Context: an optimization exercise on an open-source flow, tuned for small area. The choices shown serve that exercise and are no tape-out recipe.
The RTL was checked by simulation tests, not by an equivalence proof against the original design.
Power and IR drop assume default switching activity.

## v6
// decode_stage
module decode_stage (
   input  logic                   clk,
   input  logic                   rstn,
   input  logic [32-1:0]       instruction_in,
   input  logic [32-1:0]       pc_in,
   input  logic [32-1:0]       pc_pls4_in,
   input  logic                   wrb_rd_write,
   input  logic [5-1:0] wrb_rd_addr,
   input  logic [32-1:0]       wrb_rd_data,
   output logic [32-1:0]       pc,
   output logic [32-1:0]       pc_pls4,
   output logic [32-1:0]       rs1_data,
   output logic [32-1:0]       rs2_data,
   output logic [5-1:0] rd_addr,
   output logic [32-1:0]       immediate,
   output decode_pkg::alu_op_e                alu_op,
   output decode_pkg::alu_a_sel_e             alu_a_sel,
   output decode_pkg::alu_b_sel_e             alu_b_sel,
   output decode_pkg::wb_sel_e                wb_sel,
   output logic                   reg_write,
   output logic                   dmem_req,
   output logic                   dmem_write,
   output logic                   dmem_unsigned,
   output decode_pkg::mem_size_e              dmem_size,
   output logic                   branch_enable,
   output decode_pkg::branch_op_e             branch_op,
   output logic                   jump_request,
   output logic                   pc_stall,
   output logic                   jalr_lsb_clear,
   output logic                   load_hazard_stall  
);
clock: 4.0 ns
lec_check: 0
cap_margin: 10
core_margin: 2
core_utilization: 50
place_density: 0.62
slew_margin: 10
synth_hierarchical: 1
standard.sh (not shown) runs the stock make flow with config.mk's settings and CLKGATE_MAP_FILE= SYNTH_SCRIPT=/design/flow/synth_recipe.tcl, a recipe that flattens the netlist after the stock synthesis.
==> flow/flow/run.sh <==
#!/bin/bash
# Layout flow: the standard ORFS flow (standard.sh) with these changes to
# how the layout is made:
#  - the port buffers that global placement inserts are buf_1 cells,
#  - clock tree synthesis uses larger sink clusters and no dummy loads, and
#  - after floorplan, the gates driving the register-file row lines are sized
#    up (flow/upsize_rows.tcl), so placement need not buffer those rows.
# Every tool's output goes to its own log in this folder (ORFS keeps its
# per-step logs under orfs/logs).
set -euo pipefail
export BUFFER_PORTS_ARGS="-buffer_cell sky130_fd_sc_hd__buf_1"
export CTS_ARGS="-sink_clustering_enable -repair_clock_nets -dont_use_dummy_load -sink_clustering_size 25 -sink_clustering_max_diameter 100"
export POST_FLOORPLAN_TCL="$PWD/flow/upsize_rows.tcl"
bash standard.sh synth > flow_synth.log 2>&1
bash standard.sh finish > flow_finish.log 2>&1
==> flow/flow/upsize_rows.tcl <==
# Size up the gates that drive the register-file row lines (the one-hot read
# selects and the write enables, each with one load per bit of a register) so
# that one gate drives its whole row. Run after floorplan (POST_FLOORPLAN_TCL).
set n 0
foreach inst [[ord::get_db_block] getInsts] {
  set m [[$inst getMaster] getName]
  if {$m ne "sky130_fd_sc_hd__and2_1" && $m ne "sky130_fd_sc_hd__or2_1"} { continue }
  set net [[$inst findITerm X] getNet]
  if {$net eq "NULL" || [llength [$net getITerms]] < 17} { continue }
  replace_cell [$inst getName] [string map {_1 _4} $m]
  incr n
}
puts "upsize_rows: sized up $n row-line drivers"
Setup changes, v6 to v7
==> flow/flow/run.sh <==
#!/bin/bash
# Layout flow: the standard ORFS flow (standard.sh) with two changes to how
# the layout is made:
#  - the port buffers that global placement inserts are buf_1 cells, and
#  - clock tree synthesis uses larger sink clusters and no dummy loads.
# Every tool's output goes to its own log in this folder (ORFS keeps its
# per-step logs under orfs/logs).
set -euo pipefail
export BUFFER_PORTS_ARGS="-buffer_cell sky130_fd_sc_hd__buf_1"
export CTS_ARGS="-sink_clustering_enable -repair_clock_nets -dont_use_dummy_load -sink_clustering_size 25 -sink_clustering_max_diameter 100"
bash standard.sh synth > flow_synth.log 2>&1
bash standard.sh finish > flow_finish.log 2>&1
removed: flow/flow/upsize_rows.tcl
Findings:
Final critical-path required period delta (v7 − v6): favourable
Relative to v6, flip-flop and latch share of the layout cell area decreased by 0.95 points in v7.
Summary of v7 over v6: power essentially unchanged, filler-free cell count of the finished design increased about 2.8%, design area increased 2.0%, final core utilization increased 1.1 points, layout multi-input combinational cell count essentially unchanged.
For the number of cells on the critical path, v7 came in 1 higher than v6 did.
Of the two values seen for beginning of the critical path, cls[2]$_SDFF_PP0_ was produced by v6 and cls[3]$_SDFF_PP0_ by v7.

-- separate check: timing with driven ports --
In the flow no input, the clock included, has a driving cell. The finished layouts below were timed again as built, in two steps.
Step 1 (the two cells are an assumption about what drives the block):
set clk [get_ports {clk}]
set_driving_cell -lib_cell sky130_fd_sc_hd__clkbuf_16 $clk
set_driving_cell -lib_cell sky130_fd_sc_hd__buf_2 [delete_from_list [all_inputs] $clk]
Step 2 also shifts input and output timing later by t, the mid clock arrival at the registers, as if the neighbouring blocks saw the same clock.
Slacks: ideal ports / drivers / drivers and shift; pairs: ideal ports / drivers.
| run | t, ns | setup slack, ns | hold WS [ns] | worst slew at a driven data input, ns |
|---|---|---|---|---|
| v6 | 0.705 | 0.456 / 0.388 / 0.321 | 0.218 / 0.173 / 0.508 | 0.12 |
| v7 | 0.732 | 0.472 / 0.404 / 0.140 | 0.199 / 0.154 / 0.507 | 0.17 |
After both steps setup and hold are still met in every run listed. The setup slack of v7, which loses most, moves by -0.068 ns with the drivers and by -0.332 ns with both steps.
